This design comes from an exercise in tuning for small area, a short achievable clock period and few clock cycles per item on the open sky130 flow, not from production work.
Function was checked by simulation only, so behaviour that the tests miss may differ from the original.
Power is estimated from default activity; no workload was simulated.

Setup of build 73:
==> flow/design.v <==
module constrained_multi_queue_dispatcher_top (
   input  logic        clock,
   input  logic        reset,
   input  logic        req_tvalid,
   output logic        req_tready,
   input  logic [23:0] req_tdata,   
   input  logic [2:0]  req_tuser,   
   output logic        rsp_tvalid,
   input  logic        rsp_tready,
   output logic [23:0] rsp_tdata,   
   output logic [2:0]  rsp_tuser,   
   input  logic        csr_valid,
   output logic        csr_ready,
   input  logic [2:0]  csr_index,
   input  logic [19:0] csr_data
);
   localparam logic [2:0] ST_ADDED      = 3'd0;
   localparam logic [2:0] ST_DROPPED    = 3'd1;
   localparam logic [2:0] ST_DISPATCHED = 3'd2;
   localparam logic [2:0] ST_NOTHING    = 3'd3;
   localparam logic [2:0] ST_COMPLETED  = 3'd4;
   localparam logic [2:0] ST_CERROR     = 3'd5;
   logic [3:0]  en_ff;           
   logic [19:0] set_ff [4];
   logic [3:0]  lo_ff  [4];      
   logic [7:0]  hi_ff  [4];      
   logic [3:0]  empty_ff;        
   logic [3:0]  full_ff;         
   logic [15:0] top_ff [4];      
   logic [7:0]  act_ff [4];
   logic [3:0]  lt_ff;           
   logic [3:0]  nz_ff;           
   logic [3:0]  wb_we_ff;        
   logic [15:0] wb_tag_ff [4];   
   logic        pp_v_ff;         
   logic [3:0]  pp_sel_ff;
   logic [15:0] pp_tag_ff;
   logic        out_v_ff;         
   logic        busy_ff;          
   logic [20:0] out_ff;           
   logic [20:0] hold_ff;          
   logic        skid_v_ff;        
   logic        ready_ff;         
   logic [20:0] skid_ff;
   logic [1:0]  mode;
   logic        dirty;
   logic [15:0] rtag;
   logic [4:0]  zoom;
   logic [1:0]  qidx;
   assign rtag  = req_tdata[15:0];
   assign zoom  = req_tdata[20:16];
   assign qidx  = req_tdata[22:21];
   assign mode  = req_tuser[1:0];
   assign dirty = req_tuser[2];
   logic accept, out_free;
   assign out_free   = !busy_ff || rsp_tready;
   assign req_tready = ready_ff;
   assign accept     = req_tvalid && !skid_v_ff;
   assign csr_ready  = 1'b1;
   assign rsp_tvalid = out_v_ff;
   assign rsp_tuser  = out_ff[20:18];
   assign rsp_tdata  = {6'd0, out_ff[15:0], out_ff[17:16]};
   logic [15:0] refill [4];      
   genvar gq;
   generate
      for (gq = 0; gq < 4; gq++) begin : g_stk
         logic [15:0] stk [31];
         logic [30:0] rsel;
         logic [15:0] rd;
         always_comb begin
            for (int i = 0; i < 31; i++) rsel[i] = lo_ff[gq][i % 4] && hi_ff[gq][i / 4];
            rd = 16'd0;
            for (int i = 0; i < 31; i++) begin
               rd = rd | (stk[i] & {16{rsel[i]}});
            end
         end
         always_ff @(posedge clock) begin
            for (int i = 0; i < 31; i++) begin
               if (wb_we_ff[gq] && rsel[i]) stk[i] <= wb_tag_ff[gq];
            end
         end
         assign refill[gq] = wb_we_ff[gq] ? wb_tag_ff[gq] : rd;
      end
   endgenerate
   function automatic logic ge5(input logic [4:0] a, input logic [4:0] b);
      logic r;
      r = 1'b1;
      for (int i = 0; i < 5; i++) begin
         r = (a[i] & ~b[i]) | (~(a[i] ^ b[i]) & r);
      end
      ge5 = r;
   endfunction
   logic [3:0]  ppq;             
   logic [3:0]  n31;             
   logic [3:0]  eff_empty, eff_full;
   logic [15:0] eff_top [4];
   logic [3:0]  take, serve, sub_sel, fet_sel;
   logic [3:0]  lt_inc, lt_dec, is1;
   logic [7:0]  act_p1 [4];
   logic [7:0]  act_m1 [4];
   logic [3:0]  lo_up [4], lo_dn [4];
   logic [7:0]  hi_up [4], hi_dn [4];
   logic        sub_hit, fet_hit, cpl_ok;
   logic [1:0]  sub_q, fet_q;
   always_comb begin
      for (int q = 0; q < 4; q++) begin
         logic [4:0] minz, maxz;
         logic [1:0] dm;
         logic       zok, dok;
         ppq[q]       = pp_v_ff && pp_sel_ff[q];
         n31[q]       = lo_ff[q][1] && hi_ff[q][7];
         eff_empty[q] = empty_ff[q] && !ppq[q];
         eff_full[q]  = full_ff[q] || (ppq[q] && n31[q]);
         eff_top[q]   = ppq[q] ? pp_tag_ff : top_ff[q];
         minz = set_ff[q][4:0];
         maxz = set_ff[q][9:5];
         dm   = set_ff[q][11:10];
         zok = ge5(zoom, minz) && ge5(maxz, zoom);
         case (dm)
            2'd0:    dok = !dirty;
            2'd1:    dok = dirty;
            default: dok = 1'b1;
         endcase
         take[q]  = en_ff[q] && !eff_full[q] && ((dm == 2'd3) || (zok && dok));
         serve[q] = en_ff[q] && !eff_empty[q] && lt_ff[q];
         act_p1[q] = act_ff[q] + 8'd1;
         act_m1[q] = act_ff[q] - 8'd1;
         lt_inc[q] = (act_p1[q] != set_ff[q][19:12]);
         lt_dec[q] = lt_ff[q] || (act_ff[q] == set_ff[q][19:12]);
         is1[q]    = (act_ff[q] == 8'd1);
         lo_up[q] = {lo_ff[q][2:0], lo_ff[q][3]};
         lo_dn[q] = {lo_ff[q][0], lo_ff[q][3:1]};
         hi_up[q] = lo_ff[q][3] ? {hi_ff[q][6:0], hi_ff[q][7]} : hi_ff[q];
         hi_dn[q] = lo_ff[q][0] ? {hi_ff[q][0], hi_ff[q][7:1]} : hi_ff[q];
      end
      sub_sel[0] = take[0];
      sub_sel[1] = take[1] && !take[0];
      sub_sel[2] = take[2] && !take[1] && !take[0];
      sub_sel[3] = take[3] && !take[2] && !take[1] && !take[0];
      fet_sel[0] = serve[0];
      fet_sel[1] = serve[1] && !serve[0];
      fet_sel[2] = serve[2] && !serve[1] && !serve[0];
      fet_sel[3] = serve[3] && !serve[2] && !serve[1] && !serve[0];
      sub_hit = |take;
      fet_hit = |serve;
      sub_q   = {sub_sel[3] | sub_sel[2], sub_sel[3] | sub_sel[1]};
      fet_q   = {fet_sel[3] | fet_sel[2], fet_sel[3] | fet_sel[1]};
      cpl_ok  = nz_ff[qidx];
   end
   logic [15:0] fet_tag;
   assign fet_tag = eff_top[fet_q];
   logic        do_sub, do_fet, do_cpl;
   logic [20:0] res;
   always_comb begin
      do_sub = 1'b0;
      do_fet = 1'b0;
      do_cpl = 1'b0;
      res    = {ST_NOTHING, 2'd0, 16'd0};
      case (mode)
         2'd0: begin
            do_sub = sub_hit;
            res    = sub_hit ? {ST_ADDED, sub_q, 16'd0} : {ST_DROPPED, 2'd0, 16'd0};
         end
         2'd1: begin
            do_fet = fet_hit;
            res    = fet_hit ? {ST_DISPATCHED, fet_q, fet_tag} : {ST_NOTHING, 2'd0, 16'd0};
         end
         2'd2: begin
            do_cpl = cpl_ok;
            res    = {cpl_ok ? ST_COMPLETED : ST_CERROR, qidx, 16'd0};
         end
         default: res = {ST_NOTHING, 2'd0, 16'd0};
      endcase
   end
   logic [3:0] pop, cpl, apply, pop_old;
   always_comb begin
      for (int q = 0; q < 4; q++) begin
         pop[q]     = accept && do_fet && fet_sel[q];
         cpl[q]     = accept && do_cpl && (qidx == 2'(q));
         apply[q]   = ppq[q] && !pop[q];
         pop_old[q] = pop[q] && !ppq[q];
      end
   end
   logic [20:0] new_head;
   assign new_head = skid_v_ff ? skid_ff : res;
   always_ff @(posedge clock) begin
      if (reset) begin
         en_ff <= 4'b0001;
         for (int q = 0; q < 4; q++) begin
            set_ff[q] <= 20'd19424;
            lo_ff[q]  <= 4'b0100;        
            hi_ff[q]  <= 8'b1000_0000;
            empty_ff[q] <= 1'b1;
            full_ff[q]  <= 1'b0;
            act_ff[q] <= 8'd0;
         end
         lt_ff     <= 4'b1111;
         nz_ff     <= 4'b0000;
         wb_we_ff  <= 4'd0;
         pp_v_ff   <= 1'b0;
         out_v_ff  <= 1'b0;
         busy_ff   <= 1'b0;
         skid_v_ff <= 1'b0;
         ready_ff  <= 1'b1;
      end else begin
         if (csr_valid && csr_index == 3'd0) begin
            for (int q = 0; q < 4; q++) en_ff[q] <= (csr_data[2:0] > 3'(q));
         end
         for (int q = 0; q < 4; q++) begin
            if (csr_valid && csr_index == 3'(q + 1)) begin
               set_ff[q] <= csr_data;
               lt_ff[q]  <= (act_ff[q] < csr_data[19:12]);
            end
         end
         for (int q = 0; q < 4; q++) begin
            if (apply[q]) begin
               lo_ff[q]    <= lo_up[q];
               hi_ff[q]    <= hi_up[q];
               empty_ff[q] <= 1'b0;
               full_ff[q]  <= n31[q];
            end else if (pop_old[q]) begin
               lo_ff[q]    <= lo_dn[q];
               hi_ff[q]    <= hi_dn[q];
               empty_ff[q] <= lo_ff[q][3] && hi_ff[q][7];
               full_ff[q]  <= 1'b0;
            end
            if (pop[q] || cpl[q]) begin
               act_ff[q] <= mode[0] ? act_p1[q] : act_m1[q];
               lt_ff[q]  <= mode[0] ? lt_inc[q] : lt_dec[q];
               nz_ff[q]  <= mode[0] || !is1[q];
            end
         end
         for (int q = 0; q < 4; q++) begin
            wb_we_ff[q] <= apply[q] && !empty_ff[q];
         end
         pp_v_ff <= accept && do_sub;
         if (out_free) out_v_ff <= skid_v_ff || accept;
         busy_ff   <= skid_v_ff || accept || (busy_ff && !rsp_tready);
         skid_v_ff <= !out_free && (skid_v_ff || accept);
         ready_ff  <= out_free || !(skid_v_ff || accept);
      end
   end
   always_ff @(posedge clock) begin
      for (int q = 0; q < 4; q++) begin
         if (apply[q]) top_ff[q] <= pp_tag_ff;
         else if (pop_old[q]) top_ff[q] <= refill[q];
      end
   end
   always_ff @(posedge clock) begin
      for (int q = 0; q < 4; q++) wb_tag_ff[q] <= top_ff[q];
      pp_sel_ff <= sub_sel;
      pp_tag_ff <= rtag;
      out_ff  <= out_free ? new_head : hold_ff;
      hold_ff <= out_free ? new_head : out_ff;
      if (!skid_v_ff) skid_ff <= res;
   end
endmodule
export LEC_CHECK = 0
export CAP_MARGIN = 20
export CORE_MARGIN = 2
export CORE_UTILIZATION = 40
export CTS_CLUSTER_DIAMETER = 90
export CTS_CLUSTER_SIZE = 25
export SETUP_SLACK_MARGIN = 3.4
export SLEW_MARGIN = 20
create_clock -name core_clock -period 6.0 [get_ports {clock}]
run.sh (not shown) runs the stock make flow with config.mk's settings and CLKGATE_MAP_FILE= SYNTH_SCRIPT=/design/flow/synth_recipe.tcl, a recipe that flattens the netlist after the stock synthesis.
Testbench counts of build 73, summed over its fixed seeds: cycles 12,008, items 12,000.
Here is what was changed in the inputs of build 88 compared with build 73.
- SETUP_SLACK_MARGIN now 3.5, was 3.4
Results
- Synthesis-to-finish area growth (lower): build 73
- Relative to build 73, the worst setup slack of build 88 is higher by 0.011 ns.
- For the share of the clock period used by the worst path after layout, build 88 came in 0.18 points lower than build 73 did.
- Build 73 → build 88: share of the core filled with cells in the final layout essentially unchanged, final period demand of the worst path down 0.011 ns, first-pass GRT wire length now sits at about the same level.
- Diff build 88..build 73 | static leakage | negligible
- Post-route standard cell area excluding fillers essentially unchanged between build 73 and build 88.
- Diff build 73 -> build 88 | final-layout worst hold slack | decrease of 0.019 ns
Modified inputs, build 65 compared to build 88
- swapping 3.5 for 3.8 in SETUP_SLACK_MARGIN
## What came out
Status: post-layout total power parity (build 65, build 88)
From build 88 to build 65 the numbers moved as follows: multi-input logic area shows an increase of about 9%; number of nets in the layout shows an increase of 259; via count shows an increase of 3.7%.
From build 88 to build 65 the numbers moved as follows: number of clock-tree buffers in the layout increased 13, number of cells in the finished layout apart from fillers increased 2.9%.
Timing-limited maximum frequency shrinks by a few percent when moving from build 88 to build 65.
Of build 65 and build 88, build 88 shows the lower critical path depth, with build 65 above it.

-- static timing again, ports no longer ideal --
No port has a modelled driver above. Below, the same layouts with a new extraction and two added sets of constraints.
Step 1 assumes that a clkbuf_16 drives the clock port and a buf_2 every other input.
Step 2, shift: input delay + t, output delay - t, t = (earliest + latest rising clock arrival at the registers) / 2. This alone moves slack from input paths to output paths.
Slacks: no drivers / after step 1 / after step 2; pairs: no drivers / after step 1.
run	t (ns)	setup WS [ns]	worst data-port slew with drivers (ns)	pins driven straight from the clock port
build 73	0.895	3.388 / 3.335 / 2.573	0.08	1
build 88	0.907	3.399 / 3.295 / 2.615	0.21	1
build 65	0.889	3.328 / 3.318 / 2.460	0.22	1
After both steps setup and hold are still met in every run listed. The setup slack of build 65, which loses most, moves by -0.010 ns with the drivers and by -0.868 ns with both steps.
